This is an optimization exercise on Yosys and OpenROAD, whose aim is small area, a short achievable clock period and few clock cycles per item, not a production implementation.
Function was checked by simulation only, so behaviour that the tests miss may differ from the original.
Power and IR drop assume default switching activity.

**flow/config.mk**
```make
export PLATFORM = sky130hd
export DESIGN_NAME = idct_top
export DESIGN_NICKNAME = idct_top
export VERILOG_FILES = /design/flow/design.v
export SDC_FILE = /design/flow/constraint.sdc
export NUM_CORES = 4
export LEC_CHECK = 0
export ABC_CLOCK_PERIOD_IN_PS = 3500
export CAP_MARGIN = 20
export CORE_MARGIN = 2
export CORE_UTILIZATION = 65
export CTS_CLUSTER_DIAMETER = 100
export CTS_CLUSTER_SIZE = 30
export PLACE_DENSITY = 0.8
export SETUP_SLACK_MARGIN = 5
export SLEW_MARGIN = 20
export TNS_END_PERCENT = 10
```
**flow/constraint.sdc**
```tcl
create_clock -name core_clock -period 9.0 [get_ports {CLOCK_50_I}]
set_input_delay 1.8000 -clock core_clock [delete_from_list [all_inputs] [get_ports {CLOCK_50_I}]]
set_output_delay 1.8000 -clock core_clock [all_outputs]
set_load 0.01 [all_outputs]
```
**flow/design.v**
```verilog
package idct_pkg;
	typedef logic signed [15:0] sample_t;    
	typedef logic signed [15:0] coeff_t;     
	typedef logic signed [39:0] acc_t;
	typedef logic [7:0]         pixel_t;
	typedef logic [17:0] sram_addr_t;
	typedef logic [15:0] sram_data_t;
	typedef logic [5:0] mat_idx_t;           
	typedef logic [4:0] blk_row_t;
	typedef logic [5:0] blk_col_t;
	typedef enum logic [2:0] {
		CTRL_IDLE,
		CTRL_FETCH,
		CTRL_PASS1,
		CTRL_PASS2,
		CTRL_DRAIN,
		CTRL_DONE
	} ctrl_state_t;
	typedef enum logic [1:0] {
		IO_IDLE,
		IO_READ,
		IO_WRITE
	} io_state_t;
endpackage
`timescale 1ns/1ns
module idct_tstore #(
	parameter int L = 3                   
) (
	input  logic            CLOCK_50_I,
	input  logic [7:0]      we,           
	input  logic [7:0][3:0] wd,           
	input  logic            hi_col,       
	output logic [7:0][3:0] rd            
);
	function automatic int port_slot(input int r, input int c);
		port_slot = (58 - L + 8 * (c % 4 - r) + ((c >= 4) ? 4 : 0) + 64) % 32;
	endfunction
	logic [7:0][31:0][3:0] ring;          
	always_ff @(posedge CLOCK_50_I) begin
		for (int r = 0; r < 8; r++) begin
			for (int s = 0; s < 32; s++) begin
				ring[r][s] <= ring[r][(s + 1) % 32];
				for (int c = 0; c < 8; c++) begin
					if (we[r] && port_slot(r, c) == s) begin
						ring[r][s] <= wd[c];
					end
				end
			end
		end
	end
	always_comb begin
		for (int r = 0; r < 8; r++) begin
			rd[r] = hi_col ? ring[r][4] : ring[r][0];
		end
	end
endmodule
`timescale 1ns/1ns
module idct_ds (
	input  logic       CLOCK_50_I,
	input  logic [2:0] ph2,          
	input  logic [3:0] x0,
	input  logic [3:0] x1,
	input  logic [3:0] x2,
	input  logic [3:0] x3,
	input  logic [3:0] x4,
	input  logic [3:0] x5,
	input  logic [3:0] x6,
	input  logic [3:0] x7,
	output logic [3:0] y0,
	output logic [3:0] y1,
	output logic [3:0] y2,
	output logic [3:0] y3,
	output logic [3:0] y4,
	output logic [3:0] y5,
	output logic [3:0] y6,
	output logic [3:0] y7
);
	localparam int LAT = 3;
	logic [2:0] q0;
	assign q0 = ph2;
	logic [2:0] q1;
	logic [2:0] q2;
	logic [2:0] q3;
	logic p0_last;
	logic p1_last;
	logic p2_last;
	logic p0_ge1;
	logic p0_ge2;
	logic p0_ge3;
	logic p1_ge1;
	logic p1_ge2;
	logic p1_ge3;
	logic p2_ge1;
	logic p2_ge2;
	logic p2_ge3;
	logic [3:0] d0_r1;
	logic [3:0] d0_r2;
	logic [3:0] d0_r3;
	logic [3:0] d1_r1;
	logic [3:0] d1_r2;
	logic [3:0] d1_r3;
	logic [3:0] d2_r1;
	logic [3:0] d2_r2;
	logic [3:0] d2_r3;
	logic [3:0] d3_r1;
	logic [3:0] d3_r2;
	logic [3:0] d3_r3;
	logic [3:0] a0_r1;
	logic [3:0] a1_r1;
	logic [3:0] b0_r1;
	logic [3:0] b0_r2;
	logic [3:0] b0_r3;
	logic [3:0] b0_r4;
	logic [3:0] b1_r1;
	logic [3:0] b1_r2;
	logic [3:0] b1_r3;
	logic [3:0] b1_r4;
	logic [3:0] u0_r1;
	logic [3:0] u0_r2;
	logic [3:0] u4_r1;
	logic [3:0] u4_r2;
	logic [3:0] t0_r1;
	logic [3:0] t0_r2;
	logic [3:0] t0_r3;
	logic [3:0] t4_r1;
	logic [3:0] t4_r2;
	logic [3:0] t4_r3;
	logic [3:0] t0d_r1;
	logic [3:0] t0d_r2;
	logic [3:0] t0d_r3;
	logic [3:0] t0d_r4;
	logic [3:0] t0d_r5;
	logic [3:0] t1d_r1;
	logic [3:0] t1d_r2;
	logic [3:0] t1d_r3;
	logic [3:0] t1d_r4;
	logic [3:0] t1d_r5;
	logic [3:0] t2d_r1;
	logic [3:0] t2d_r2;
	logic [3:0] t2d_r3;
	logic [3:0] t2d_r4;
	logic [3:0] t2d_r5;
	logic [3:0] t3d_r1;
	logic [3:0] t3d_r2;
	logic [3:0] t3d_r3;
	logic [3:0] t3d_r4;
	logic [3:0] t3d_r5;
	logic [3:0] y0_1_r1;
	logic [3:0] y0_2_r1;
	logic [3:0] y4_3_r1;
	logic [3:0] y4_4_r1;
	logic [3:0] y2_7_r1;
	logic [3:0] y2_9_r1;
	logic [3:0] y2_10_r1;
	logic [3:0] y2_11_r1;
	logic [3:0] y6_13_r1;
	logic [3:0] y6_16_r1;
	logic [3:0] y6_17_r1;
	logic [3:0] y6_18_r1;
	logic [3:0] m399_0_20_r1;
	logic [3:0] m2008_0_23_r1;
	logic [3:0] m1702_0_25_r1;
	logic [3:0] m399_1_28_r1;
	logic [3:0] m2008_1_31_r1;
	logic [3:0] m1702_1_33_r1;
	logic [3:0] m399_2_36_r1;
	logic [3:0] m2008_2_39_r1;
	logic [3:0] m1702_2_41_r1;
	logic [3:0] m399_3_44_r1;
	logic [3:0] m2008_3_47_r1;
	logic [3:0] m1702_3_49_r1;
	logic [3:0] y1_51_r1;
	logic [3:0] y1_53_r1;
	logic [3:0] y3_54_r1;
	logic [3:0] y3_56_r1;
	logic [3:0] y5_57_r1;
	logic [3:0] y5_59_r1;
	logic [3:0] y7_60_r1;
	logic [3:0] y7_62_r1;
	logic [3:0] u0_r1_m1_1;
	assign u0_r1_m1_1 = u0_r1 & {4{p1_ge1}};
	logic [3:0] u4_r1_m1_1;
	assign u4_r1_m1_1 = u4_r1 & {4{p1_ge1}};
	logic [3:0] d0_r1_m0_1;
	assign d0_r1_m0_1 = d0_r1 & {4{p0_ge1}};
	logic [3:0] d1_r1_m0_1;
	assign d1_r1_m0_1 = d1_r1 & {4{p0_ge1}};
	logic [3:0] d2_r1_m0_1;
	assign d2_r1_m0_1 = d2_r1 & {4{p0_ge1}};
	logic [3:0] d3_r1_m0_1;
	assign d3_r1_m0_1 = d3_r1 & {4{p0_ge1}};
	logic [3:0] t0_r2_m1_2;
	assign t0_r2_m1_2 = t0_r2 & {4{p1_ge2}};
	logic [3:0] t0_r3_m1_3;
	assign t0_r3_m1_3 = t0_r3 & {4{p1_ge3}};
	logic [3:0] u0_r2_m1_2;
	assign u0_r2_m1_2 = u0_r2 & {4{p1_ge2}};
	logic [3:0] t0_r1_m1_1;
	assign t0_r1_m1_1 = t0_r1 & {4{p1_ge1}};
	logic [3:0] t0_r2_m2_1;
	assign t0_r2_m2_1 = t0_r2 & {4{p2_ge1}};
	logic [3:0] t4_r2_m1_2;
	assign t4_r2_m1_2 = t4_r2 & {4{p1_ge2}};
	logic [3:0] t4_r3_m1_3;
	assign t4_r3_m1_3 = t4_r3 & {4{p1_ge3}};
	logic [3:0] u4_r2_m1_2;
	assign u4_r2_m1_2 = u4_r2 & {4{p1_ge2}};
	logic [3:0] t4_r1_m1_1;
	assign t4_r1_m1_1 = t4_r1 & {4{p1_ge1}};
	logic [3:0] t4_r2_m2_1;
	assign t4_r2_m2_1 = t4_r2 & {4{p2_ge1}};
	logic [3:0] b0_r2_m0_2;
	assign b0_r2_m0_2 = b0_r2 & {4{p0_ge2}};
	logic [3:0] b0_r3_m0_3;
	assign b0_r3_m0_3 = b0_r3 & {4{p0_ge3}};
	logic [3:0] b0_r1_m0_1;
	assign b0_r1_m0_1 = b0_r1 & {4{p0_ge1}};
	logic [3:0] b0_r3_m1_2;
	assign b0_r3_m1_2 = b0_r3 & {4{p1_ge2}};
	logic [3:0] b0_r4_m1_3;
	assign b0_r4_m1_3 = b0_r4 & {4{p1_ge3}};
	logic [3:0] b0_r2_m1_1;
	assign b0_r2_m1_1 = b0_r2 & {4{p1_ge1}};
	logic [3:0] b1_r2_m0_2;
	assign b1_r2_m0_2 = b1_r2 & {4{p0_ge2}};
	logic [3:0] b1_r3_m0_3;
	assign b1_r3_m0_3 = b1_r3 & {4{p0_ge3}};
	logic [3:0] b1_r1_m0_1;
	assign b1_r1_m0_1 = b1_r1 & {4{p0_ge1}};
	logic [3:0] b1_r3_m1_2;
	assign b1_r3_m1_2 = b1_r3 & {4{p1_ge2}};
	logic [3:0] b1_r2_m1_1;
	assign b1_r2_m1_1 = b1_r2 & {4{p1_ge1}};
	logic [3:0] b1_r4_m1_3;
	assign b1_r4_m1_3 = b1_r4 & {4{p1_ge3}};
	logic [3:0] t0d_r1_m0_1;
	assign t0d_r1_m0_1 = t0d_r1 & {4{p0_ge1}};
	logic [3:0] t0d_r2_m0_2;
	assign t0d_r2_m0_2 = t0d_r2 & {4{p0_ge2}};
	logic [3:0] t0d_r2_m1_1;
	assign t0d_r2_m1_1 = t0d_r2 & {4{p1_ge1}};
	logic [3:0] t0d_r3_m1_2;
	assign t0d_r3_m1_2 = t0d_r3 & {4{p1_ge2}};
	logic [3:0] t0d_r4_m1_3;
	assign t0d_r4_m1_3 = t0d_r4 & {4{p1_ge3}};
	logic [3:0] t0d_r4_m2_2;
	assign t0d_r4_m2_2 = t0d_r4 & {4{p2_ge2}};
	logic [3:0] t0d_r5_m2_3;
	assign t0d_r5_m2_3 = t0d_r5 & {4{p2_ge3}};
	logic [3:0] d0_r2_m0_2;
	assign d0_r2_m0_2 = d0_r2 & {4{p0_ge2}};
	logic [3:0] d0_r3_m0_3;
	assign d0_r3_m0_3 = d0_r3 & {4{p0_ge3}};
	logic [3:0] t0d_r3_m0_3;
	assign t0d_r3_m0_3 = t0d_r3 & {4{p0_ge3}};
	logic [3:0] t1d_r1_m0_1;
	assign t1d_r1_m0_1 = t1d_r1 & {4{p0_ge1}};
	logic [3:0] t1d_r2_m0_2;
	assign t1d_r2_m0_2 = t1d_r2 & {4{p0_ge2}};
	logic [3:0] t1d_r2_m1_1;
	assign t1d_r2_m1_1 = t1d_r2 & {4{p1_ge1}};
	logic [3:0] t1d_r3_m1_2;
	assign t1d_r3_m1_2 = t1d_r3 & {4{p1_ge2}};
	logic [3:0] t1d_r4_m1_3;
	assign t1d_r4_m1_3 = t1d_r4 & {4{p1_ge3}};
	logic [3:0] t1d_r4_m2_2;
	assign t1d_r4_m2_2 = t1d_r4 & {4{p2_ge2}};
	logic [3:0] t1d_r5_m2_3;
	assign t1d_r5_m2_3 = t1d_r5 & {4{p2_ge3}};
	logic [3:0] d1_r2_m0_2;
	assign d1_r2_m0_2 = d1_r2 & {4{p0_ge2}};
	logic [3:0] d1_r3_m0_3;
	assign d1_r3_m0_3 = d1_r3 & {4{p0_ge3}};
	logic [3:0] t1d_r3_m0_3;
	assign t1d_r3_m0_3 = t1d_r3 & {4{p0_ge3}};
	logic [3:0] t2d_r1_m0_1;
	assign t2d_r1_m0_1 = t2d_r1 & {4{p0_ge1}};
	logic [3:0] t2d_r2_m0_2;
	assign t2d_r2_m0_2 = t2d_r2 & {4{p0_ge2}};
	logic [3:0] t2d_r2_m1_1;
	assign t2d_r2_m1_1 = t2d_r2 & {4{p1_ge1}};
	logic [3:0] t2d_r3_m1_2;
	assign t2d_r3_m1_2 = t2d_r3 & {4{p1_ge2}};
	logic [3:0] t2d_r4_m1_3;
	assign t2d_r4_m1_3 = t2d_r4 & {4{p1_ge3}};
	logic [3:0] t2d_r4_m2_2;
	assign t2d_r4_m2_2 = t2d_r4 & {4{p2_ge2}};
	logic [3:0] t2d_r5_m2_3;
	assign t2d_r5_m2_3 = t2d_r5 & {4{p2_ge3}};
	logic [3:0] d2_r2_m0_2;
	assign d2_r2_m0_2 = d2_r2 & {4{p0_ge2}};
	logic [3:0] d2_r3_m0_3;
	assign d2_r3_m0_3 = d2_r3 & {4{p0_ge3}};
	logic [3:0] t2d_r3_m0_3;
	assign t2d_r3_m0_3 = t2d_r3 & {4{p0_ge3}};
	logic [3:0] t3d_r1_m0_1;
	assign t3d_r1_m0_1 = t3d_r1 & {4{p0_ge1}};
	logic [3:0] t3d_r2_m0_2;
	assign t3d_r2_m0_2 = t3d_r2 & {4{p0_ge2}};
	logic [3:0] t3d_r2_m1_1;
	assign t3d_r2_m1_1 = t3d_r2 & {4{p1_ge1}};
	logic [3:0] t3d_r3_m1_2;
	assign t3d_r3_m1_2 = t3d_r3 & {4{p1_ge2}};
	logic [3:0] t3d_r4_m1_3;
	assign t3d_r4_m1_3 = t3d_r4 & {4{p1_ge3}};
	logic [3:0] t3d_r4_m2_2;
	assign t3d_r4_m2_2 = t3d_r4 & {4{p2_ge2}};
	logic [3:0] t3d_r5_m2_3;
	assign t3d_r5_m2_3 = t3d_r5 & {4{p2_ge3}};
	logic [3:0] d3_r2_m0_2;
	assign d3_r2_m0_2 = d3_r2 & {4{p0_ge2}};
	logic [3:0] d3_r3_m0_3;
	assign d3_r3_m0_3 = d3_r3 & {4{p0_ge3}};
	logic [3:0] t3d_r3_m0_3;
	assign t3d_r3_m0_3 = t3d_r3 & {4{p0_ge3}};
	logic [3:0] e0;
	logic e0_c, e0_co;
	idct_dsadd e0_u (.a(x0), .b(x7), .ci(e0_c), .s(e0), .co(e0_co));
	logic [3:0] e1;
	logic e1_c, e1_co;
	idct_dsadd e1_u (.a(x1), .b(x6), .ci(e1_c), .s(e1), .co(e1_co));
	logic [3:0] e2;
	logic e2_c, e2_co;
	idct_dsadd e2_u (.a(x2), .b(x5), .ci(e2_c), .s(e2), .co(e2_co));
	logic [3:0] e3;
	logic e3_c, e3_co;
	idct_dsadd e3_u (.a(x3), .b(x4), .ci(e3_c), .s(e3), .co(e3_co));
	logic [3:0] d0;
	logic d0_c, d0_co;
	idct_dsadd d0_u (.a(x0), .b(~x7), .ci(d0_c), .s(d0), .co(d0_co));
	logic [3:0] d1;
	logic d1_c, d1_co;
	idct_dsadd d1_u (.a(x1), .b(~x6), .ci(d1_c), .s(d1), .co(d1_co));
	logic [3:0] d2;
	logic d2_c, d2_co;
	idct_dsadd d2_u (.a(x2), .b(~x5), .ci(d2_c), .s(d2), .co(d2_co));
	logic [3:0] d3;
	logic d3_c, d3_co;
	idct_dsadd d3_u (.a(x3), .b(~x4), .ci(d3_c), .s(d3), .co(d3_co));
	logic [3:0] a0;
	logic a0_c, a0_co;
	idct_dsadd a0_u (.a(e0), .b(e3), .ci(a0_c), .s(a0), .co(a0_co));
	logic [3:0] a1;
	logic a1_c, a1_co;
	idct_dsadd a1_u (.a(e1), .b(e2), .ci(a1_c), .s(a1), .co(a1_co));
	logic [3:0] b0;
	logic b0_c, b0_co;
	idct_dsadd b0_u (.a(e0), .b(~e3), .ci(b0_c), .s(b0), .co(b0_co));
	logic [3:0] b1;
	logic b1_c, b1_co;
	idct_dsadd b1_u (.a(e1), .b(~e2), .ci(b1_c), .s(b1), .co(b1_co));
	logic [3:0] u0;
	logic u0_c, u0_co;
	idct_dsadd u0_u (.a(a0_r1), .b(a1_r1), .ci(u0_c), .s(u0), .co(u0_co));
	logic [3:0] u4;
	logic u4_c, u4_co;
	idct_dsadd u4_u (.a(a0_r1), .b(~a1_r1), .ci(u4_c), .s(u4), .co(u4_co));
	logic [3:0] t0;
	logic t0_c, t0_co;
	idct_dsadd t0_u (.a(u0), .b({u0[2:0], u0_r1_m1_1[3:3]}), .ci(t0_c), .s(t0), .co(t0_co));
	logic [3:0] t4;
	logic t4_c, t4_co;
	idct_dsadd t4_u (.a(u4), .b({u4[2:0], u4_r1_m1_1[3:3]}), .ci(t4_c), .s(t4), .co(t4_co));
	logic [3:0] t0d;
	logic t0d_c, t0d_co;
	idct_dsadd t0d_u (.a(d0), .b({d0[2:0], d0_r1_m0_1[3:3]}), .ci(t0d_c), .s(t0d), .co(t0d_co));
	logic [3:0] t1d;
	logic t1d_c, t1d_co;
	idct_dsadd t1d_u (.a(d1), .b({d1[2:0], d1_r1_m0_1[3:3]}), .ci(t1d_c), .s(t1d), .co(t1d_co));
	logic [3:0] t2d;
	logic t2d_c, t2d_co;
	idct_dsadd t2d_u (.a(d2), .b({d2[2:0], d2_r1_m0_1[3:3]}), .ci(t2d_c), .s(t2d), .co(t2d_co));
	logic [3:0] t3d;
	logic t3d_c, t3d_co;
	idct_dsadd t3d_u (.a(d3), .b({d3[2:0], d3_r1_m0_1[3:3]}), .ci(t3d_c), .s(t3d), .co(t3d_co));
	logic [3:0] y0_1;
	logic y0_1_c, y0_1_co;
	idct_dsadd y0_1_u (.a({t0_r2_m1_2[2:0], t0_r3_m1_3[3:3]}), .b(~{u0_r1_m1_1[1:0], u0_r2_m1_2[3:2]}), .ci(y0_1_c), .s(y0_1), .co(y0_1_co));
	logic [3:0] y0_2;
	logic y0_2_c, y0_2_co;
	idct_dsadd y0_2_u (.a(y0_1_r1), .b(~{t0_r1[0:0], t0_r2_m2_1[3:1]}), .ci(y0_2_c), .s(y0_2), .co(y0_2_co));
	logic [3:0] y4_3;
	logic y4_3_c, y4_3_co;
	idct_dsadd y4_3_u (.a({t4_r2_m1_2[2:0], t4_r3_m1_3[3:3]}), .b(~{u4_r1_m1_1[1:0], u4_r2_m1_2[3:2]}), .ci(y4_3_c), .s(y4_3), .co(y4_3_co));
	logic [3:0] y4_4;
	logic y4_4_c, y4_4_co;
	idct_dsadd y4_4_u (.a(y4_3_r1), .b(~{t4_r1[0:0], t4_r2_m2_1[3:1]}), .ci(y4_4_c), .s(y4_4), .co(y4_4_co));
	logic [3:0] y2_5;
	logic y2_5_c, y2_5_co;
	idct_dsadd y2_5_u (.a({b0_r3_m1_2[0:0], b0_r4_m1_3[3:1]}), .b({b0_r1[1:0], b0_r2_m1_1[3:2]}), .ci(y2_5_c), .s(y2_5), .co(y2_5_co));
	logic [3:0] y2_6;
	logic y2_6_c, y2_6_co;
	idct_dsadd y2_6_u (.a({b1_r2_m0_2[1:0], b1_r3_m0_3[3:2]}), .b(b1_r1_m0_1), .ci(y2_6_c), .s(y2_6), .co(y2_6_co));
	logic [3:0] y2_7;
	logic y2_7_c, y2_7_co;
	idct_dsadd y2_7_u (.a(y2_6), .b(~{b0_r1_m0_1[0:0], b0_r2_m0_2[3:1]}), .ci(y2_7_c), .s(y2_7), .co(y2_7_co));
	logic [3:0] y2_8;
	logic y2_8_c, y2_8_co;
	idct_dsadd y2_8_u (.a(y2_7_r1), .b(~{b0_r2_m1_1[2:0], b0_r3_m1_2[3:3]}), .ci(y2_8_c), .s(y2_8), .co(y2_8_co));
	logic [3:0] y2_9;
	logic y2_9_c, y2_9_co;
	idct_dsadd y2_9_u (.a(b1_r3_m1_2), .b(b1_r1), .ci(y2_9_c), .s(y2_9), .co(y2_9_co));
	logic [3:0] y2_10;
	logic y2_10_c, y2_10_co;
	idct_dsadd y2_10_u (.a(y2_5), .b(y2_8), .ci(y2_10_c), .s(y2_10), .co(y2_10_co));
	logic [3:0] y2_11;
	logic y2_11_c, y2_11_co;
	idct_dsadd y2_11_u (.a(y2_10_r1), .b(~y2_9_r1), .ci(y2_11_c), .s(y2_11), .co(y2_11_co));
	logic [3:0] y6_12;
	logic y6_12_c, y6_12_co;
	idct_dsadd y6_12_u (.a({b0_r2_m0_2[1:0], b0_r3_m0_3[3:2]}), .b(b0_r1_m0_1), .ci(y6_12_c), .s(y6_12), .co(y6_12_co));
	logic [3:0] y6_13;
	logic y6_13_c, y6_13_co;
	idct_dsadd y6_13_u (.a(y6_12), .b({b1_r1_m0_1[0:0], b1_r2_m0_2[3:1]}), .ci(y6_13_c), .s(y6_13), .co(y6_13_co));
	logic [3:0] y6_14;
	logic y6_14_c, y6_14_co;
	idct_dsadd y6_14_u (.a({b1_r2_m1_1[2:0], b1_r3_m1_2[3:3]}), .b(y6_13_r1), .ci(y6_14_c), .s(y6_14), .co(y6_14_co));
	logic [3:0] y6_15;
	logic y6_15_c, y6_15_co;
	idct_dsadd y6_15_u (.a(b0_r3_m1_2), .b(b0_r1), .ci(y6_15_c), .s(y6_15), .co(y6_15_co));
	logic [3:0] y6_16;
	logic y6_16_c, y6_16_co;
	idct_dsadd y6_16_u (.a({b1_r3_m1_2[0:0], b1_r4_m1_3[3:1]}), .b({b1_r1[1:0], b1_r2_m1_1[3:2]}), .ci(y6_16_c), .s(y6_16), .co(y6_16_co));
	logic [3:0] y6_17;
	logic y6_17_c, y6_17_co;
	idct_dsadd y6_17_u (.a(y6_14), .b(~y6_15), .ci(y6_17_c), .s(y6_17), .co(y6_17_co));
	logic [3:0] y6_18;
	logic y6_18_c, y6_18_co;
	idct_dsadd y6_18_u (.a(y6_17_r1), .b(~y6_16_r1), .ci(y6_18_c), .s(y6_18), .co(y6_18_co));
	logic [3:0] m399_0_19;
	logic m399_0_19_c, m399_0_19_co;
	idct_dsadd m399_0_19_u (.a({t0d_r2_m1_1[0:0], t0d_r3_m1_2[3:1]}), .b({t0d_r1[1:0], t0d_r2_m1_1[3:2]}), .ci(m399_0_19_c), .s(m399_0_19), .co(m399_0_19_co));
	logic [3:0] m399_0_20;
	logic m399_0_20_c, m399_0_20_co;
	idct_dsadd m399_0_20_u (.a(t0d_r1), .b(m399_0_19), .ci(m399_0_20_c), .s(m399_0_20), .co(m399_0_20_co));
	logic [3:0] m1137_0_21;
	logic m1137_0_21_c, m1137_0_21_co;
	idct_dsadd m1137_0_21_u (.a({t0d_r4_m2_2[2:0], t0d_r5_m2_3[3:3]}), .b(~m399_0_20_r1), .ci(m1137_0_21_c), .s(m1137_0_21), .co(m1137_0_21_co));
	logic [3:0] m2008_0_22;
	logic m2008_0_22_c, m2008_0_22_co;
	idct_dsadd m2008_0_22_u (.a({d0_r2_m0_2[0:0], d0_r3_m0_3[3:1]}), .b(~{d0_r1_m0_1[2:0], d0_r2_m0_2[3:3]}), .ci(m2008_0_22_c), .s(m2008_0_22), .co(m2008_0_22_co));
	logic [3:0] m2008_0_23;
	logic m2008_0_23_c, m2008_0_23_co;
	idct_dsadd m2008_0_23_u (.a(m2008_0_22), .b(~{d0[0:0], d0_r1_m0_1[3:1]}), .ci(m2008_0_23_c), .s(m2008_0_23), .co(m2008_0_23_co));
	logic [3:0] m1702_0_24;
	logic m1702_0_24_c, m1702_0_24_co;
	idct_dsadd m1702_0_24_u (.a({d0_r1_m0_1[1:0], d0_r2_m0_2[3:2]}), .b({t0d_r2_m0_2[2:0], t0d_r3_m0_3[3:3]}), .ci(m1702_0_24_c), .s(m1702_0_24), .co(m1702_0_24_co));
	logic [3:0] m1702_0_25;
	logic m1702_0_25_c, m1702_0_25_co;
	idct_dsadd m1702_0_25_u (.a(m1702_0_24), .b({t0d_r1_m0_1[2:0], t0d_r2_m0_2[3:3]}), .ci(m1702_0_25_c), .s(m1702_0_25), .co(m1702_0_25_co));
	logic [3:0] m1702_0_26;
	logic m1702_0_26_c, m1702_0_26_co;
	idct_dsadd m1702_0_26_u (.a({t0d_r1[2:0], t0d_r2_m1_1[3:3]}), .b(m1702_0_25_r1), .ci(m1702_0_26_c), .s(m1702_0_26), .co(m1702_0_26_co));
	logic [3:0] m399_1_27;
	logic m399_1_27_c, m399_1_27_co;
	idct_dsadd m399_1_27_u (.a({t1d_r2_m1_1[0:0], t1d_r3_m1_2[3:1]}), .b({t1d_r1[1:0], t1d_r2_m1_1[3:2]}), .ci(m399_1_27_c), .s(m399_1_27), .co(m399_1_27_co));
	logic [3:0] m399_1_28;
	logic m399_1_28_c, m399_1_28_co;
	idct_dsadd m399_1_28_u (.a(t1d_r1), .b(m399_1_27), .ci(m399_1_28_c), .s(m399_1_28), .co(m399_1_28_co));
	logic [3:0] m1137_1_29;
	logic m1137_1_29_c, m1137_1_29_co;
	idct_dsadd m1137_1_29_u (.a({t1d_r4_m2_2[2:0], t1d_r5_m2_3[3:3]}), .b(~m399_1_28_r1), .ci(m1137_1_29_c), .s(m1137_1_29), .co(m1137_1_29_co));
	logic [3:0] m2008_1_30;
	logic m2008_1_30_c, m2008_1_30_co;
	idct_dsadd m2008_1_30_u (.a({d1_r2_m0_2[0:0], d1_r3_m0_3[3:1]}), .b(~{d1_r1_m0_1[2:0], d1_r2_m0_2[3:3]}), .ci(m2008_1_30_c), .s(m2008_1_30), .co(m2008_1_30_co));
	logic [3:0] m2008_1_31;
	logic m2008_1_31_c, m2008_1_31_co;
	idct_dsadd m2008_1_31_u (.a(m2008_1_30), .b(~{d1[0:0], d1_r1_m0_1[3:1]}), .ci(m2008_1_31_c), .s(m2008_1_31), .co(m2008_1_31_co));
	logic [3:0] m1702_1_32;
	logic m1702_1_32_c, m1702_1_32_co;
	idct_dsadd m1702_1_32_u (.a({d1_r1_m0_1[1:0], d1_r2_m0_2[3:2]}), .b({t1d_r2_m0_2[2:0], t1d_r3_m0_3[3:3]}), .ci(m1702_1_32_c), .s(m1702_1_32), .co(m1702_1_32_co));
	logic [3:0] m1702_1_33;
	logic m1702_1_33_c, m1702_1_33_co;
	idct_dsadd m1702_1_33_u (.a(m1702_1_32), .b({t1d_r1_m0_1[2:0], t1d_r2_m0_2[3:3]}), .ci(m1702_1_33_c), .s(m1702_1_33), .co(m1702_1_33_co));
	logic [3:0] m1702_1_34;
	logic m1702_1_34_c, m1702_1_34_co;
	idct_dsadd m1702_1_34_u (.a({t1d_r1[2:0], t1d_r2_m1_1[3:3]}), .b(m1702_1_33_r1), .ci(m1702_1_34_c), .s(m1702_1_34), .co(m1702_1_34_co));
	logic [3:0] m399_2_35;
	logic m399_2_35_c, m399_2_35_co;
	idct_dsadd m399_2_35_u (.a({t2d_r2_m1_1[0:0], t2d_r3_m1_2[3:1]}), .b({t2d_r1[1:0], t2d_r2_m1_1[3:2]}), .ci(m399_2_35_c), .s(m399_2_35), .co(m399_2_35_co));
	logic [3:0] m399_2_36;
	logic m399_2_36_c, m399_2_36_co;
	idct_dsadd m399_2_36_u (.a(t2d_r1), .b(m399_2_35), .ci(m399_2_36_c), .s(m399_2_36), .co(m399_2_36_co));
	logic [3:0] m1137_2_37;
	logic m1137_2_37_c, m1137_2_37_co;
	idct_dsadd m1137_2_37_u (.a({t2d_r4_m2_2[2:0], t2d_r5_m2_3[3:3]}), .b(~m399_2_36_r1), .ci(m1137_2_37_c), .s(m1137_2_37), .co(m1137_2_37_co));
	logic [3:0] m2008_2_38;
	logic m2008_2_38_c, m2008_2_38_co;
	idct_dsadd m2008_2_38_u (.a({d2_r2_m0_2[0:0], d2_r3_m0_3[3:1]}), .b(~{d2_r1_m0_1[2:0], d2_r2_m0_2[3:3]}), .ci(m2008_2_38_c), .s(m2008_2_38), .co(m2008_2_38_co));
	logic [3:0] m2008_2_39;
	logic m2008_2_39_c, m2008_2_39_co;
	idct_dsadd m2008_2_39_u (.a(m2008_2_38), .b(~{d2[0:0], d2_r1_m0_1[3:1]}), .ci(m2008_2_39_c), .s(m2008_2_39), .co(m2008_2_39_co));
	logic [3:0] m1702_2_40;
	logic m1702_2_40_c, m1702_2_40_co;
	idct_dsadd m1702_2_40_u (.a({d2_r1_m0_1[1:0], d2_r2_m0_2[3:2]}), .b({t2d_r2_m0_2[2:0], t2d_r3_m0_3[3:3]}), .ci(m1702_2_40_c), .s(m1702_2_40), .co(m1702_2_40_co));
	logic [3:0] m1702_2_41;
	logic m1702_2_41_c, m1702_2_41_co;
	idct_dsadd m1702_2_41_u (.a(m1702_2_40), .b({t2d_r1_m0_1[2:0], t2d_r2_m0_2[3:3]}), .ci(m1702_2_41_c), .s(m1702_2_41), .co(m1702_2_41_co));
	logic [3:0] m1702_2_42;
	logic m1702_2_42_c, m1702_2_42_co;
	idct_dsadd m1702_2_42_u (.a({t2d_r1[2:0], t2d_r2_m1_1[3:3]}), .b(m1702_2_41_r1), .ci(m1702_2_42_c), .s(m1702_2_42), .co(m1702_2_42_co));
	logic [3:0] m399_3_43;
	logic m399_3_43_c, m399_3_43_co;
	idct_dsadd m399_3_43_u (.a({t3d_r2_m1_1[0:0], t3d_r3_m1_2[3:1]}), .b({t3d_r1[1:0], t3d_r2_m1_1[3:2]}), .ci(m399_3_43_c), .s(m399_3_43), .co(m399_3_43_co));
	logic [3:0] m399_3_44;
	logic m399_3_44_c, m399_3_44_co;
	idct_dsadd m399_3_44_u (.a(t3d_r1), .b(m399_3_43), .ci(m399_3_44_c), .s(m399_3_44), .co(m399_3_44_co));
	logic [3:0] m1137_3_45;
	logic m1137_3_45_c, m1137_3_45_co;
	idct_dsadd m1137_3_45_u (.a({t3d_r4_m2_2[2:0], t3d_r5_m2_3[3:3]}), .b(~m399_3_44_r1), .ci(m1137_3_45_c), .s(m1137_3_45), .co(m1137_3_45_co));
	logic [3:0] m2008_3_46;
	logic m2008_3_46_c, m2008_3_46_co;
	idct_dsadd m2008_3_46_u (.a({d3_r2_m0_2[0:0], d3_r3_m0_3[3:1]}), .b(~{d3_r1_m0_1[2:0], d3_r2_m0_2[3:3]}), .ci(m2008_3_46_c), .s(m2008_3_46), .co(m2008_3_46_co));
	logic [3:0] m2008_3_47;
	logic m2008_3_47_c, m2008_3_47_co;
	idct_dsadd m2008_3_47_u (.a(m2008_3_46), .b(~{d3[0:0], d3_r1_m0_1[3:1]}), .ci(m2008_3_47_c), .s(m2008_3_47), .co(m2008_3_47_co));
	logic [3:0] m1702_3_48;
	logic m1702_3_48_c, m1702_3_48_co;
	idct_dsadd m1702_3_48_u (.a({d3_r1_m0_1[1:0], d3_r2_m0_2[3:2]}), .b({t3d_r2_m0_2[2:0], t3d_r3_m0_3[3:3]}), .ci(m1702_3_48_c), .s(m1702_3_48), .co(m1702_3_48_co));
	logic [3:0] m1702_3_49;
	logic m1702_3_49_c, m1702_3_49_co;
	idct_dsadd m1702_3_49_u (.a(m1702_3_48), .b({t3d_r1_m0_1[2:0], t3d_r2_m0_2[3:3]}), .ci(m1702_3_49_c), .s(m1702_3_49), .co(m1702_3_49_co));
	logic [3:0] m1702_3_50;
	logic m1702_3_50_c, m1702_3_50_co;
	idct_dsadd m1702_3_50_u (.a({t3d_r1[2:0], t3d_r2_m1_1[3:3]}), .b(m1702_3_49_r1), .ci(m1702_3_50_c), .s(m1702_3_50), .co(m1702_3_50_co));
	logic [3:0] y1_51;
	logic y1_51_c, y1_51_co;
	idct_dsadd y1_51_u (.a(m2008_0_23_r1), .b(m1702_1_34), .ci(y1_51_c), .s(y1_51), .co(y1_51_co));
	logic [3:0] y1_52;
	logic y1_52_c, y1_52_co;
	idct_dsadd y1_52_u (.a(m399_3_44_r1), .b(y1_51_r1), .ci(y1_52_c), .s(y1_52), .co(y1_52_co));
	logic [3:0] y1_53;
	logic y1_53_c, y1_53_co;
	idct_dsadd y1_53_u (.a(m1137_2_37), .b(y1_52), .ci(y1_53_c), .s(y1_53), .co(y1_53_co));
	logic [3:0] y3_54;
	logic y3_54_c, y3_54_co;
	idct_dsadd y3_54_u (.a(m1702_0_26), .b(~m2008_2_39_r1), .ci(y3_54_c), .s(y3_54), .co(y3_54_co));
	logic [3:0] y3_55;
	logic y3_55_c, y3_55_co;
	idct_dsadd y3_55_u (.a(y3_54_r1), .b(~m399_1_28_r1), .ci(y3_55_c), .s(y3_55), .co(y3_55_co));
	logic [3:0] y3_56;
	logic y3_56_c, y3_56_co;
	idct_dsadd y3_56_u (.a(y3_55), .b(~m1137_3_45), .ci(y3_56_c), .s(y3_56), .co(y3_56_co));
	logic [3:0] y5_57;
	logic y5_57_c, y5_57_co;
	idct_dsadd y5_57_u (.a(m1702_3_50), .b(~m2008_1_31_r1), .ci(y5_57_c), .s(y5_57), .co(y5_57_co));
	logic [3:0] y5_58;
	logic y5_58_c, y5_58_co;
	idct_dsadd y5_58_u (.a(m399_2_36_r1), .b(y5_57_r1), .ci(y5_58_c), .s(y5_58), .co(y5_58_co));
	logic [3:0] y5_59;
	logic y5_59_c, y5_59_co;
	idct_dsadd y5_59_u (.a(m1137_0_21), .b(y5_58), .ci(y5_59_c), .s(y5_59), .co(y5_59_co));
	logic [3:0] y7_60;
	logic y7_60_c, y7_60_co;
	idct_dsadd y7_60_u (.a(m1702_2_42), .b(~m2008_3_47_r1), .ci(y7_60_c), .s(y7_60), .co(y7_60_co));
	logic [3:0] y7_61;
	logic y7_61_c, y7_61_co;
	idct_dsadd y7_61_u (.a(m399_0_20_r1), .b(y7_60_r1), .ci(y7_61_c), .s(y7_61), .co(y7_61_co));
	logic [3:0] y7_62;
	logic y7_62_c, y7_62_co;
	idct_dsadd y7_62_u (.a(y7_61), .b(~m1137_1_29), .ci(y7_62_c), .s(y7_62), .co(y7_62_co));
	assign y0 = y0_2_r1;
	assign y1 = y1_53_r1;
	assign y2 = y2_11_r1;
	assign y3 = y3_56_r1;
	assign y4 = y4_4_r1;
	assign y5 = y5_59_r1;
	assign y6 = y6_18_r1;
	assign y7 = y7_62_r1;
	always_ff @(posedge CLOCK_50_I) begin
		q1 <= q0;
		q2 <= q1;
		q3 <= q2;
		p0_last <= (q0 == 3'd0);
		p1_last <= (q1 == 3'd0);
		p2_last <= (q2 == 3'd0);
		p0_ge1 <= (q1 >= 3'd1);
		p0_ge2 <= (q1 >= 3'd2);
		p0_ge3 <= (q1 >= 3'd3);
		p1_ge1 <= (q2 >= 3'd1);
		p1_ge2 <= (q2 >= 3'd2);
		p1_ge3 <= (q2 >= 3'd3);
		p2_ge1 <= (q3 >= 3'd1);
		p2_ge2 <= (q3 >= 3'd2);
		p2_ge3 <= (q3 >= 3'd3);
		e0_c <= p0_last ? 1'b0 : e0_co;
		e1_c <= p0_last ? 1'b0 : e1_co;
		e2_c <= p0_last ? 1'b0 : e2_co;
		e3_c <= p0_last ? 1'b0 : e3_co;
		d0_c <= p0_last ? 1'b1 : d0_co;
		d1_c <= p0_last ? 1'b1 : d1_co;
		d2_c <= p0_last ? 1'b1 : d2_co;
		d3_c <= p0_last ? 1'b1 : d3_co;
		a0_c <= p0_last ? 1'b0 : a0_co;
		a1_c <= p0_last ? 1'b0 : a1_co;
		b0_c <= p0_last ? 1'b1 : b0_co;
		b1_c <= p0_last ? 1'b1 : b1_co;
		u0_c <= p1_last ? 1'b0 : u0_co;
		u4_c <= p1_last ? 1'b1 : u4_co;
		t0_c <= p1_last ? 1'b0 : t0_co;
		t4_c <= p1_last ? 1'b0 : t4_co;
		t0d_c <= p0_last ? 1'b0 : t0d_co;
		t1d_c <= p0_last ? 1'b0 : t1d_co;
		t2d_c <= p0_last ? 1'b0 : t2d_co;
		t3d_c <= p0_last ? 1'b0 : t3d_co;
		y0_1_c <= p1_last ? 1'b1 : y0_1_co;
		y0_2_c <= p2_last ? 1'b1 : y0_2_co;
		y4_3_c <= p1_last ? 1'b1 : y4_3_co;
		y4_4_c <= p2_last ? 1'b1 : y4_4_co;
		y2_5_c <= p1_last ? 1'b0 : y2_5_co;
		y2_6_c <= p0_last ? 1'b0 : y2_6_co;
		y2_7_c <= p0_last ? 1'b1 : y2_7_co;
		y2_8_c <= p1_last ? 1'b1 : y2_8_co;
		y2_9_c <= p1_last ? 1'b0 : y2_9_co;
		y2_10_c <= p1_last ? 1'b0 : y2_10_co;
		y2_11_c <= p2_last ? 1'b1 : y2_11_co;
		y6_12_c <= p0_last ? 1'b0 : y6_12_co;
		y6_13_c <= p0_last ? 1'b0 : y6_13_co;
		y6_14_c <= p1_last ? 1'b0 : y6_14_co;
		y6_15_c <= p1_last ? 1'b0 : y6_15_co;
		y6_16_c <= p1_last ? 1'b0 : y6_16_co;
		y6_17_c <= p1_last ? 1'b1 : y6_17_co;
		y6_18_c <= p2_last ? 1'b1 : y6_18_co;
		m399_0_19_c <= p1_last ? 1'b0 : m399_0_19_co;
		m399_0_20_c <= p1_last ? 1'b0 : m399_0_20_co;
		m1137_0_21_c <= p2_last ? 1'b1 : m1137_0_21_co;
		m2008_0_22_c <= p0_last ? 1'b1 : m2008_0_22_co;
		m2008_0_23_c <= p0_last ? 1'b1 : m2008_0_23_co;
		m1702_0_24_c <= p0_last ? 1'b0 : m1702_0_24_co;
		m1702_0_25_c <= p0_last ? 1'b0 : m1702_0_25_co;
		m1702_0_26_c <= p1_last ? 1'b0 : m1702_0_26_co;
		m399_1_27_c <= p1_last ? 1'b0 : m399_1_27_co;
		m399_1_28_c <= p1_last ? 1'b0 : m399_1_28_co;
		m1137_1_29_c <= p2_last ? 1'b1 : m1137_1_29_co;
		m2008_1_30_c <= p0_last ? 1'b1 : m2008_1_30_co;
		m2008_1_31_c <= p0_last ? 1'b1 : m2008_1_31_co;
		m1702_1_32_c <= p0_last ? 1'b0 : m1702_1_32_co;
		m1702_1_33_c <= p0_last ? 1'b0 : m1702_1_33_co;
		m1702_1_34_c <= p1_last ? 1'b0 : m1702_1_34_co;
		m399_2_35_c <= p1_last ? 1'b0 : m399_2_35_co;
		m399_2_36_c <= p1_last ? 1'b0 : m399_2_36_co;
		m1137_2_37_c <= p2_last ? 1'b1 : m1137_2_37_co;
		m2008_2_38_c <= p0_last ? 1'b1 : m2008_2_38_co;
		m2008_2_39_c <= p0_last ? 1'b1 : m2008_2_39_co;
		m1702_2_40_c <= p0_last ? 1'b0 : m1702_2_40_co;
		m1702_2_41_c <= p0_last ? 1'b0 : m1702_2_41_co;
		m1702_2_42_c <= p1_last ? 1'b0 : m1702_2_42_co;
		m399_3_43_c <= p1_last ? 1'b0 : m399_3_43_co;
		m399_3_44_c <= p1_last ? 1'b0 : m399_3_44_co;
		m1137_3_45_c <= p2_last ? 1'b1 : m1137_3_45_co;
		m2008_3_46_c <= p0_last ? 1'b1 : m2008_3_46_co;
		m2008_3_47_c <= p0_last ? 1'b1 : m2008_3_47_co;
		m1702_3_48_c <= p0_last ? 1'b0 : m1702_3_48_co;
		m1702_3_49_c <= p0_last ? 1'b0 : m1702_3_49_co;
		m1702_3_50_c <= p1_last ? 1'b0 : m1702_3_50_co;
		y1_51_c <= p1_last ? 1'b0 : y1_51_co;
		y1_52_c <= p2_last ? 1'b0 : y1_52_co;
		y1_53_c <= p2_last ? 1'b0 : y1_53_co;
		y3_54_c <= p1_last ? 1'b1 : y3_54_co;
		y3_55_c <= p2_last ? 1'b1 : y3_55_co;
		y3_56_c <= p2_last ? 1'b1 : y3_56_co;
		y5_57_c <= p1_last ? 1'b1 : y5_57_co;
		y5_58_c <= p2_last ? 1'b0 : y5_58_co;
		y5_59_c <= p2_last ? 1'b0 : y5_59_co;
		y7_60_c <= p1_last ? 1'b1 : y7_60_co;
		y7_61_c <= p2_last ? 1'b0 : y7_61_co;
		y7_62_c <= p2_last ? 1'b1 : y7_62_co;
		d0_r1 <= d0;
		d0_r2 <= d0_r1;
		d0_r3 <= d0_r2;
		d1_r1 <= d1;
		d1_r2 <= d1_r1;
		d1_r3 <= d1_r2;
		d2_r1 <= d2;
		d2_r2 <= d2_r1;
		d2_r3 <= d2_r2;
		d3_r1 <= d3;
		d3_r2 <= d3_r1;
		d3_r3 <= d3_r2;
		a0_r1 <= a0;
		a1_r1 <= a1;
		b0_r1 <= b0;
		b0_r2 <= b0_r1;
		b0_r3 <= b0_r2;
		b0_r4 <= b0_r3;
		b1_r1 <= b1;
		b1_r2 <= b1_r1;
		b1_r3 <= b1_r2;
		b1_r4 <= b1_r3;
		u0_r1 <= u0;
		u0_r2 <= u0_r1;
		u4_r1 <= u4;
		u4_r2 <= u4_r1;
		t0_r1 <= t0;
		t0_r2 <= t0_r1;
		t0_r3 <= t0_r2;
		t4_r1 <= t4;
		t4_r2 <= t4_r1;
		t4_r3 <= t4_r2;
		t0d_r1 <= t0d;
		t0d_r2 <= t0d_r1;
		t0d_r3 <= t0d_r2;
		t0d_r4 <= t0d_r3;
		t0d_r5 <= t0d_r4;
		t1d_r1 <= t1d;
		t1d_r2 <= t1d_r1;
		t1d_r3 <= t1d_r2;
		t1d_r4 <= t1d_r3;
		t1d_r5 <= t1d_r4;
		t2d_r1 <= t2d;
		t2d_r2 <= t2d_r1;
		t2d_r3 <= t2d_r2;
		t2d_r4 <= t2d_r3;
		t2d_r5 <= t2d_r4;
		t3d_r1 <= t3d;
		t3d_r2 <= t3d_r1;
		t3d_r3 <= t3d_r2;
		t3d_r4 <= t3d_r3;
		t3d_r5 <= t3d_r4;
		y0_1_r1 <= y0_1;
		y0_2_r1 <= y0_2;
		y4_3_r1 <= y4_3;
		y4_4_r1 <= y4_4;
		y2_7_r1 <= y2_7;
		y2_9_r1 <= y2_9;
		y2_10_r1 <= y2_10;
		y2_11_r1 <= y2_11;
		y6_13_r1 <= y6_13;
		y6_16_r1 <= y6_16;
		y6_17_r1 <= y6_17;
		y6_18_r1 <= y6_18;
		m399_0_20_r1 <= m399_0_20;
		m2008_0_23_r1 <= m2008_0_23;
		m1702_0_25_r1 <= m1702_0_25;
		m399_1_28_r1 <= m399_1_28;
		m2008_1_31_r1 <= m2008_1_31;
		m1702_1_33_r1 <= m1702_1_33;
		m399_2_36_r1 <= m399_2_36;
		m2008_2_39_r1 <= m2008_2_39;
		m1702_2_41_r1 <= m1702_2_41;
		m399_3_44_r1 <= m399_3_44;
		m2008_3_47_r1 <= m2008_3_47;
		m1702_3_49_r1 <= m1702_3_49;
		y1_51_r1 <= y1_51;
		y1_53_r1 <= y1_53;
		y3_54_r1 <= y3_54;
		y3_56_r1 <= y3_56;
		y5_57_r1 <= y5_57;
		y5_59_r1 <= y5_59;
		y7_60_r1 <= y7_60;
		y7_62_r1 <= y7_62;
	end
endmodule
module idct_dsadd (
	input  logic [3:0] a,
	input  logic [3:0] b,
	input  logic       ci,
	output logic [3:0] s,
	output logic       co
);
	logic [4:0] c;
	assign c[0] = ci;
	for (genvar i = 0; i < 4; i++) begin : g_fa
		assign s[i]   = ~(a[i] ^ b[i] ^ ~c[i]);
		assign c[i+1] = ~((~a[i] & ~b[i]) | (~c[i] & (~a[i] | ~b[i])));
	end
	assign co = c[4];
endmodule
`timescale 1ns/1ns
module idct_top (
	input  logic                 CLOCK_50_I,
	input  logic                 resetn,
	input  logic                 start,
	input  idct_pkg::blk_row_t   block_row,
	input  idct_pkg::blk_col_t   block_col,
	output logic                 busy,
	output logic                 done,
	input  idct_pkg::sram_data_t sram_read_data,
	output idct_pkg::sram_data_t sram_write_data,
	output idct_pkg::sram_addr_t sram_address,
	output logic                 sram_we_n
);
	localparam int L       = 3;               
	localparam int DONE_TC = 146 + L;
	localparam int WR0     = 89 + L;          
	localparam int PIX0    = 81 + L;          
	logic [7:0] tc;
	logic [7:0] ac;                           
	logic [7:0] wc;                           
	logic       accept;
	logic       run;                          
	logic       idle_i;                       
	logic       busy_n;
	logic       we_q;                         
	assign accept    = start && idle_i;
	assign run       = !idle_i && !accept;
	assign busy_n    = accept || (!idle_i && tc != 8'(DONE_TC - 1));
	assign sram_we_n = !we_q;
	always_ff @(posedge CLOCK_50_I or negedge resetn) begin
		if (!resetn) begin
			busy   <= 1'b0;
			idle_i <= 1'b1;
			done   <= 1'b0;
			tc     <= '0;
			ac     <= '0;
			wc     <= '0;
		end else begin
			busy   <= busy_n;
			idle_i <= !busy_n;
			done   <= !accept && !idle_i && tc == 8'(DONE_TC - 1);
			if (accept) begin
				tc  <= 8'd1;
				ac  <= 8'd1;
				wc  <= 8'(1 - 88 - L);
			end else if (!idle_i) begin
				tc  <= tc + 8'd1;
				ac  <= ac + 8'd1;
				wc  <= wc + 8'd1;
			end
		end
	end
	logic [4:0]  rq;
	logic [5:0]  kq;
	logic [13:0] mpos;                        
	logic        rd_a, wr_a;                  
	logic [2:0]  k_a;                         
	logic        rd_first;                    
	logic        rd_second;                   
	logic [13:0] mpos_in;                     
	logic        rd1;
	logic [2:0]  c1;
	logic [15:0] hi;
	logic        wr_load;                     
	logic [2:0]  wr_i;
	logic [1:0]  wr_w;
	assign mpos    = {1'b0, rq, 8'd0} + {3'b0, rq, kq};
	assign mpos_in = {1'b0, block_row, 8'd0} + {3'b0, block_row, block_col};
	assign rd_a = (ac < 8'd64);
	assign wr_a = (wc < 8'd64) && !wc[3];
	assign k_a  = rd_a ? ac[5:3] : wc[2:0];
	always_ff @(posedge CLOCK_50_I or negedge resetn) begin
		if (!resetn) begin
			wr_load  <= 1'b0;
			we_q     <= 1'b0;
			rd_first  <= 1'b0;
			rd_second <= 1'b0;
		end else begin
			wr_load  <= run && wr_a;
			we_q     <= wr_load && !idle_i;
			rd_first  <= accept;
			rd_second <= rd_first;
		end
	end
	always_ff @(posedge CLOCK_50_I) begin
		rq   <= block_row;
		kq   <= block_col;
		rd1  <= rd_a;
		c1   <= ac[2:0];
		wr_i <= wc[2:0];
		wr_w <= wc[5:4];
		hi   <= {2'b0, mpos} + {10'd0, k_a, 3'd0} + {8'd0, k_a, 5'd0} + (rd_a ? 16'd9600 : 16'd0);
		if (rd_first) begin
			sram_address <= {15'(mpos_in) + 15'd9600, 3'd0};
		end else if (rd_second) begin
			sram_address <= {15'(mpos) + 15'd9600, 3'd1};
		end else if (rd1) begin
			sram_address <= {hi[14:0], c1};
		end else begin
			sram_address <= {hi, wr_w};
		end
	end
	logic [10:0][15:0] sr;                    
	logic [2:0]  ph2;                         
	logic [2:0]  dk;                          
	logic        pass2_ld;
	logic [7:0][3:0] sdig;
	logic [7:0][3:0] tdig;
	logic [7:0][3:0] tring;
	logic [7:0][3:0] xr;
	logic [2:0]  rd_col;
	logic        byp;                         
	logic [7:0][3:0] y;                       
	assign sr[0] = sram_read_data;
	assign ph2   = (tc < 8'd72) ? tc[2:0] + 3'd6 : tc[2:0];
	always_ff @(posedge CLOCK_50_I) begin
		dk       <= ph2;
		pass2_ld <= (tc >= 8'd72);
		rd_col   <= tc[5:3] - 3'd1;              
		byp      <= (tc >= 8'd72) && (tc <= 8'd75);
	end
	always_comb begin
		tdig    = tring;
		if (byp) begin
			tdig[7] = y[0];
		end
	end
	always_comb begin
		for (int n = 0; n < 8; n++) begin
			case (dk[1:0])
				2'd0:    sdig[n] = sr[7 - n][3:0];
				2'd1:    sdig[n] = sr[8 - n][7:4];
				2'd2:    sdig[n] = sr[9 - n][11:8];
				default: sdig[n] = sr[10 - n][15:12];
			endcase
		end
	end
	always_ff @(posedge CLOCK_50_I) begin
		sr[1] <= sram_read_data;
		for (int p = 2; p < 11; p++) begin
			sr[p] <= sr[p - 1];
		end
		for (int n = 0; n < 8; n++) begin
			if (dk[2]) begin
				xr[n] <= {4{xr[n][3]}};       
			end else if (pass2_ld) begin
				xr[n] <= tdig[n];
			end else begin
				xr[n] <= sdig[n];
			end
		end
	end
	idct_ds u_ds (
		.CLOCK_50_I(CLOCK_50_I), .ph2(ph2),
		.x0(xr[0]), .x1(xr[1]), .x2(xr[2]), .x3(xr[3]),
		.x4(xr[4]), .x5(xr[5]), .x6(xr[6]), .x7(xr[7]),
		.y0(y[0]), .y1(y[1]), .y2(y[2]), .y3(y[3]),
		.y4(y[4]), .y5(y[5]), .y6(y[6]), .y7(y[7])
	);
	logic [7:0] tz;                           
	logic [7:0] t_we;
	assign tz = tc - 8'(13 + L);
	always_ff @(posedge CLOCK_50_I) begin
		for (int r = 0; r < 8; r++) begin
			t_we[r] <= run && (tc >= 8'(13 + L)) && (tz < 8'd64) && (tz[5:3] == 3'(r)) && !tz[2];
		end
	end
	idct_tstore #(.L(L)) u_t (
		.CLOCK_50_I(CLOCK_50_I), .we(t_we), .wd(y), .hi_col(rd_col[2]), .rd(tring)
	);
	logic [7:0][3:0] yd1, yd2, yd3;
	logic [7:0][7:0] pix;
	logic [7:0][7:0] pa, pb;
	logic [7:0] pz;
	logic       pa_en, pb_en;
	assign pz = tc - 8'(PIX0 - 1);
	always_ff @(posedge CLOCK_50_I) begin
		pa_en <= (tc >= 8'(PIX0 - 1)) && (pz < 8'd64) && (pz[3:0] == 4'd0);
		pb_en <= (tc >= 8'(PIX0 - 1)) && (pz < 8'd64) && (pz[3:0] == 4'd8);
	end
	always_comb begin
		for (int i = 0; i < 8; i++) begin
			if (y[i][3]) begin
				pix[i] = 8'd0;
			end else if ((|y[i][2:0]) || (|yd1[i])) begin
				pix[i] = 8'd255;
			end else begin
				pix[i] = {yd2[i], yd3[i]};
			end
		end
	end
	always_ff @(posedge CLOCK_50_I) begin
		for (int i = 0; i < 8; i++) begin
			yd1[i] <= y[i];
			yd2[i] <= yd1[i];
			yd3[i] <= yd2[i];
			pa[i] <= pa_en ? pix[i] : pa[(i + 1) % 8];
			pb[i] <= pb_en ? pix[i] : pb[(i + 1) % 8];
		end
		sram_write_data <= {pa[1], (wr_i == 3'd0) ? pix[0] : pb[1]};
	end
endmodule
```
**flow/flow/run.sh**
```bash
#!/bin/bash
set -euo pipefail
bash standard.sh SETUP_SLACK_MARGIN=6.5 finish > flow_make.log 2>&1
```
**flow/standard.sh**
```bash
#!/bin/bash
# synth_recipe.tcl (not shown) runs the flow's synth.tcl, then flattens the netlist and writes it again
# the make line also repeats each setting of config.mk as NAME=value (left out here)
make -C /OpenROAD-flow-scripts/flow DESIGN_CONFIG=/design/flow/config.mk WORK_HOME=/design/flow/orfs CLKGATE_MAP_FILE= SYNTH_SCRIPT=/design/flow/synth_recipe.tcl "${@:-finish}"
```
==> impl_metrics.tcl, run 1 <==
set metrics [dict create \
    comb_power_share 0.275 \
    dominant_delay_contributor_by_cell_family_on_the_critical_path "adder cells" \
    drt-initial-drc-count 1596 \
    largest_net_degree_at_the_start_of_global_routing 65 \
    worst-slew-pin-transition_ps 1150 \
    std_cell_rows 109 \
    gr_overflow_total 0 \
    setup_viol_count_final 0 \
    worst_setup_path_end_kind "flop" \
    cts_made_buffers 74 \
    primary_flip_flop_cell_chosen_by_synthesis_mapping "sky130_fd_sc_hd__dfxtp_1" \
    core_um2 88500 \
    postRouteWirelength_um 108000 \
    grt_first_pass_wirelength_um 165000 \
    top_area_cell_type_share_of_the_netlist_area 0.654 \
    min_delay_worst_type "reg -> reg" \
    syn_nets 4522 \
    ff_latch_area_um2 39200 \
    max_cap_violations 0 \
    remaining_drc_errors 0 \
    worstSetupPathType "reg -> reg" \
    area_of_the_multi_input_gates_um2 17100 \
    clock_insertion_delay_worst_skew_ps 680 \
    antenna_found_initial 10 \
    floorplan.io_pins 67 \
    crit_fanout 4 \
    power.net_switching_mw 6.54 \
    power.share.sequential 0.528 \
    clk_pin_slew_ps 110 \
    yosysWarnings 3 \
    n_fill_cell 5654 \
    drt_pass1_iterations 5 \
    final_net_count 4608 \
    regToRegSetupSlack_ps 5930 \
    power.ir.vdd_worst_mv 0.210 \
    p_int_mw 13.9 \
    grt_util_all_layers 0.240 \
    finalWeightedCongestion 0.853 \
    maxClockFrequency_mhz 325 \
    critical_path.cell_chain "buf_12 -> nand2_1 -> fa_1 -> inv_1 -> fa_1 -> fa_1 -> fa_1 -> fa_1 -> nor2b_1" \
    antenna_violating_nets_post_route 0 \
    p_per_area_nw_per_um2 325 \
    synth-async-reset-ratio 0.0160 \
    setup_ws_ps 5930 \
    dp.final_hpwl_um 71100 \
    syn_avg_cell_area_um2 14.1 \
    ys_seq_area_frac 0.672 \
    vias 27325 \
    dominant_cell_type_by_count_on_the_critical_path "sky130_fd_sc_hd__fa_1" \
    power.switching_fraction 0.320 \
    finalMaxSlewViolations 0 \
    mappedNetlistArea_um2 58200 \
    critical_path_buf_inv_count 2 \
    vias_per_cell 5.07 \
    power.clock.fraction 0.197 \
    cts_tree "done" \
    crit_path_start_kind "flop" \
    wire_per_inst_um 20.0 \
    postSynthRegisterBits 1941 \
    yosysTopAreaCell "sky130_fd_sc_hd__dfxtp_1" \
    floorplan.initialDensity 0.657 \
    h-tree-depth 3 \
    clk_root_buffer_cell "sky130_fd_sc_hd__clkbuf_16" \
    slowest_delay_ps 450 \
    postSynthCellCount 4123 \
    number_of_flops_mapped_to_enable_cells_by_yosys 8 \
    setup_tns_ps 0 \
    timing.max_slew.rel_slack 0.235 \
    ys_top_cells_by_count "sky130_fd_sc_hd__dfxtp_1 (1902), sky130_fd_sc_hd__inv_1 (510), sky130_fd_sc_hd__mux2_2 (399), sky130_fd_sc_hd__fa_1 (333), sky130_fd_sc_hd__nand2_1 (152)" \
    die-height_um 303 \
    total_die_area_um2 91900 \
    post-route-min-period_ps 3070 \
    layout-drive-gt1-share 0.197 \
    critPathSlowestCell "sky130_fd_sc_hd__fa_1" \
    hold_viol_final 0 \
    yosysMostFrequentCell "sky130_fd_sc_hd__dfxtp_1" \
    die_x_um 303 \
    preCtsSetupSlack_ps 4630 \
    vias_in_the_first_global_route 28738 \
    rsz0062_at_grt "true" \
    numPortBuffers 66 \
    cp_data_required_time_ps 9520 \
    synth.area.top_cells "sky130_fd_sc_hd__dfxtp_1 (65%), sky130_fd_sc_hd__fa_1 (11%), sky130_fd_sc_hd__mux2_2 (7.7%)" \
    netlist-cell-type-count 54 \
    clock_tree_skew_after_final_layout_ps 27.9 \
    final_min_period_over_clock_period 0.341 \
    clk_path_buf_depth 3 \
    critPathArrivalTime_ps 3600 \
    cts_num_sinks 1941 \
    synthesis_to_finish_area_growth_pct 8.14 \
    static_power_due_to_leakage_nw 27.0 \
    outcome "timing/DRC/antenna clean" \
    total_power_mw 20.4 \
]
-- sequential cells by signal, indices dropped and copies added, names as in the netlist, 6 cells and up --
name / cells
sram_write_data: 16
kq: 6
wc: 8
pb: 64
yd3: 32
yd2: 32
pa: 64
ac: 8
xr: 32
yd1: 32
u_t.ring: 1024
tc: 8
sr: 136
t_we: 8
hi: 16
sram_address: 18
-- cells by family after synthesis --
group | Yosys count | synth area share
AO/OA/AOI/OAI | 213 | 0.0203
XOR/XNOR | 27 | 0.00406
adder cells (fa/ha/maj) | 369 | 0.122
buffers and inverters | 630 | 0.0409
flip-flops | 1941 | 0.672
multiplexers | 485 | 0.0989
AND/OR/NAND/NOR | 458 | 0.0418
-- layer usage --
metal	vias to the layer above	GRT usage	part of all wire
li1	12957	-	-
met1	13762	0.327	0.45
met2	450	0.402	0.48
met3	152	0.0396	0.042
met4	4	0.0658	0.027
met5	-	0	0.00019
-- through the flow --
stage | utilization | instances | hold slack [ps] | area (µm²)
floorplan | - | 4123 | 310 | 58400
global placement | 0.680 | 5251 | 310 | 60200
detailed placement | 0.680 | 5251 | 312 | 60200
CTS | 0.709 | 5384 | 326 | 62700
global route | 0.711 | 5390 | 323 | 62900
finish | 0.711 | 5393 | 323 | 62900
-- power groups by stage --
stage	Clock, mW	Sequential, mW	Combinational (mW)
final	4.02	10.8	5.62
after global routing	4.36	10.9	6.53
after CTS	4.08	10.8	5.58
after detailed placement	0	11.0	5.50
after global placement	0	10.9	5.16
after floorplan	0	10.5	3.76
-- final cells by class --
class,instances,area share
Antenna cell,4,0.000159
Clock buffer,84,0.0304
Clock inverter,7,0.00201
Inverter,510,0.0307
Multi-Input combinational cell,1552,0.271
Sequential cell,1941,0.622
Tap cell,1165,0.0232
Timing Repair Buffer,130,0.0200
-- what timing repair did --
action | CTS | global route
setup endpoints to repair | 187 | 166
pin swaps | 21 | 25
setup buffers | 41 | 5
hold buffers | 0 | 0
cloned | 1 | 0
gates resized for setup | 177 | 84
-- path summary, 6_finish.rpt --
check | endpoint | depth (start not counted) | startpoint
hold / removal | u_t.ring[101] | 0 | u_t.ring[105]
max in group asynchronous | idle_i | 2 | resetn
setup reg to reg | u_ds.m399_1_28_c | 9 | u_ds.p1_ge2
hold reg to reg | u_t.ring[101] | 0 | u_t.ring[105]
min in group asynchronous | busy | 2 | resetn
setup / recovery | u_ds.m399_1_28_c | 9 | u_ds.p1_ge2
-- placed cells by master (no fill, tap or decap), drive strengths merged, types with 25 or more instances in the layout --
cell type / synthesis / routed
a21oi: 95 / 95
and2: 94 / 94
buf: 42 / 77
clkbuf: 78 / 84
clkdlybuf4s15: 0 / 26
dfrtp: 30 / 30
dfxtp: 1902 / 1902
fa: 333 / 333
ha: 36 / 36
inv: 510 / 515
mux2: 399 / 399
mux2i: 54 / 54
mux4: 32 / 32
nand2: 152 / 152
nand3: 25 / 25
nor2: 64 / 64
nor2b: 34 / 34
o21ai: 79 / 79
or2: 28 / 28
Testbench counts, summed over its fixed seeds: cycles 19,072, blocks 128.
==> inputs of run 2 (changes only) <==
==> flow/flow/run.sh (replaced) <==
#!/bin/bash
set -euo pipefail
bash standard.sh SETUP_SLACK_MARGIN=6.4 finish > flow_make.log 2>&1
--- a/flow/config.mk
+++ b/flow/config.mk
@@ -14,4 +14,3 @@
 export PLACE_DENSITY = 0.8
 export SETUP_SLACK_MARGIN = 5
 export SLEW_MARGIN = 20
-export TNS_END_PERCENT = 10
==> impl_metrics.tcl, run 2 <==
set metrics [dict create \
    outcome "timing/DRC/antenna clean" \
    floorplan.io_pins 67 \
    worstSetupPathType "reg -> out" \
    regMostFlops "u_t.ring" \
    min_delay_worst_type "reg -> reg" \
    yosysTopAreaCell "sky130_fd_sc_hd__dfxtp_1" \
    power.share.sequential 0.515 \
    regToRegSetupSlack_ps 6070 \
    clk_pin_slew_ps 110 \
    layout_top_registers "u_t.ring: 1024 flops, sr: 136 flops" \
    critPathArrivalTime_ps 1190 \
    postRouteWirelength_um 108000 \
    final_net_count 4658 \
    static_power_due_to_leakage_nw 27.1 \
    final_min_period_over_clock_period 0.332 \
    numPortBuffers 66 \
    netlist-cell-type-count 54 \
    ys_top_cells_by_count "sky130_fd_sc_hd__dfxtp_1 (1902), sky130_fd_sc_hd__inv_1 (510), sky130_fd_sc_hd__mux2_2 (399), sky130_fd_sc_hd__fa_1 (333), sky130_fd_sc_hd__nand2_1 (152)" \
    postLayoutCellArea_um2 64200 \
    synthesis_to_finish_area_growth_pct 10.2 \
    antenna_found_initial 16 \
    rsz0062_at_grt "true" \
    clk_path_buf_depth 3 \
    std_cell_rows 109 \
    vias 27551 \
    primary_flip_flop_cell_chosen_by_synthesis_mapping "sky130_fd_sc_hd__dfxtp_1" \
    worstReg2RegEnd "u_ds.y5_57_r1[3]" \
    setup_tns_ps 0 \
    max_cap_violations 0 \
    largest_register_ffs 1024 \
    worst-slew-pin-transition_ps 1100 \
    cts_tree "done" \
    p_int_mw 14.3 \
    crit_fanout 1 \
    core_um2 88500 \
    clock_insertion_delay_worst_skew_ps 670 \
    power.clock.fraction 0.190 \
    wire_per_inst_um 19.9 \
    clk_root_buffer_cell "sky130_fd_sc_hd__clkbuf_16" \
    synth.area.top_cells "sky130_fd_sc_hd__dfxtp_1 (65%), sky130_fd_sc_hd__fa_1 (11%), sky130_fd_sc_hd__mux2_2 (7.7%)" \
    clock_tree_skew_after_final_layout_ps 31.4 \
    yosysMostFrequentCell "sky130_fd_sc_hd__dfxtp_1" \
    most_frequent_standard_cell_in_the_layout_excluding_fill_and_tap_cells "sky130_fd_sc_hd__dfxtp_1" \
    comb_power_share 0.295 \
    floorplan.initialDensity 0.657 \
    h-tree-depth 3 \
    dominant_delay_contributor_by_cell_family_on_the_critical_path "flip-flops" \
    syn_nets 4522 \
    layout-drive-gt1-share 0.283 \
    setup_viol_count_final 0 \
    p_per_area_nw_per_um2 326 \
    critical_path.cell_chain "inv_1 -> buf_2" \
    remaining_drc_errors 0 \
    power.net_switching_mw 6.63 \
    top_area_cell_type_share_of_the_netlist_area 0.654 \
    cts_made_buffers 74 \
    timing.max_slew.rel_slack 0.269 \
    die-height_um 303 \
    total_die_area_um2 91900 \
    slowest_delay_ps 380 \
    critical_path_cell_count 2 \
    mappedNetlistArea_um2 58200 \
    postSynthCellCount 4123 \
    vias_per_cell 5.06 \
    grt_first_pass_wirelength_um 165000 \
    post-route-min-period_ps 2990 \
    drt-initial-drc-count 1568 \
    placedInstanceArea_um2 60600 \
    cp_data_required_time_ps 7200 \
    critical_path_buf_inv_count 2 \
    power.ir.vdd_worst_mv 0.195 \
]
run 2: cell counts after synthesis:
Identical to the previous run, type by type.
run 2: worst max-delay path by stage:
stage / endpoint / slack [ps]
floorplan: sram_address[15] / 5460
global placement: sram_address[15] / 4670
detailed placement: sram_address[15] / 4660
CTS: sram_we_n / 5970
global route: sram_we_n / 5940
finish: sram_we_n / 6010
run 2: per-stage QoR:
step | total power, mW | hold slack [ps] | instances | setup WS (ps) | utilization
global route | 22.4 | 315 | 5441 | 5940 | 0.725
global placement | 16.4 | 310 | 5253 | 4670 | 0.684
floorplan | 14.6 | 310 | 4123 | 5460 | -
CTS | 20.9 | 304 | 5413 | 5970 | 0.719
finish | 20.9 | 312 | 5442 | 6010 | 0.725
detailed placement | 16.8 | 312 | 5253 | 4660 | 0.684
run 2: cells by family (layout without fill, tap and decap cells):
kind of cell	Yosys count	count (layout)	share of synthesized area
DFF	1941	1941	0.672
and+or+nand+nor	458	458	0.0418
buffers and inverters	630	780	0.0409
other	0	4	0
adders and majority gates	369	369	0.122
AOI/OAI and AO/OA	213	213	0.0203
muxes	485	485	0.0989
xor gates and xnor gates	27	27	0.00406
run 2: power groups by stage:
stage               Clock (mW)  Combinational, mW  Sequential [mW]
floorplan                    0               4.04             10.5
global placement             0               5.48             10.9
detailed placement           0               5.81             10.9
CTS                       4.06               6.11             10.8
global route              4.35               7.18             10.9
finish                    3.98               6.17             10.8
run 2: metal layers:
layer  share of wire  vias up  global-route usage
met2            0.48      502               0.400
li1                -    13062                   -
met4           0.041        2              0.0920
met5         0.00012        -                   0
met1            0.43    13789               0.315
met3           0.046      196              0.0451
run 2: cell type report:
cell class,instances,area (µm²)
Clock buffer,85,1940
Clock inverter,5,80.1
Sequential cell,1941,39200
Tap cell,1165,1460
Antenna cell,4,10.0
Fill cell,5413,24400
Inverter,510,1940
Multi-Input combinational cell,1552,17800
Timing Repair Buffer,180,1760
run 2: timing repair:
item	in CTS	in global routing
setup endpoints to repair	157	126
gates cloned	2	0
resized for setup	408	132
pin swaps	140	88
buffers inserted	68	25

-- re-timing with driven ports --
No port has a modelled driver above. Below, the same layouts with a new extraction and two added sets of constraints.
Step 1: set_driving_cell puts a clkbuf_16 on CLOCK_50_I and a buf_2 on each other input, an assumption about the parent block.
Step 2, shift: input delay + t, output delay - t, t = (earliest + latest rising clock arrival at the registers) / 2. This alone moves slack from input paths to output paths.
Slacks: ideal / step 1 / step 2; pairs: ideal / step 1.
run | shift t [ns] | setup slack, ns | latest minus earliest clock arrival (ns)
run 1 | 0.730 | 5.928 / 5.884 / 5.316 | 0.035 / 0.035
run 2 | 0.717 | 6.012 / 5.951 / 5.310 | 0.035 / 0.034
After both steps every run listed still meets setup and hold. For run 2, which loses most, drivers alone change the setup slack by -0.061 ns; drivers and shift together by -0.702 ns.
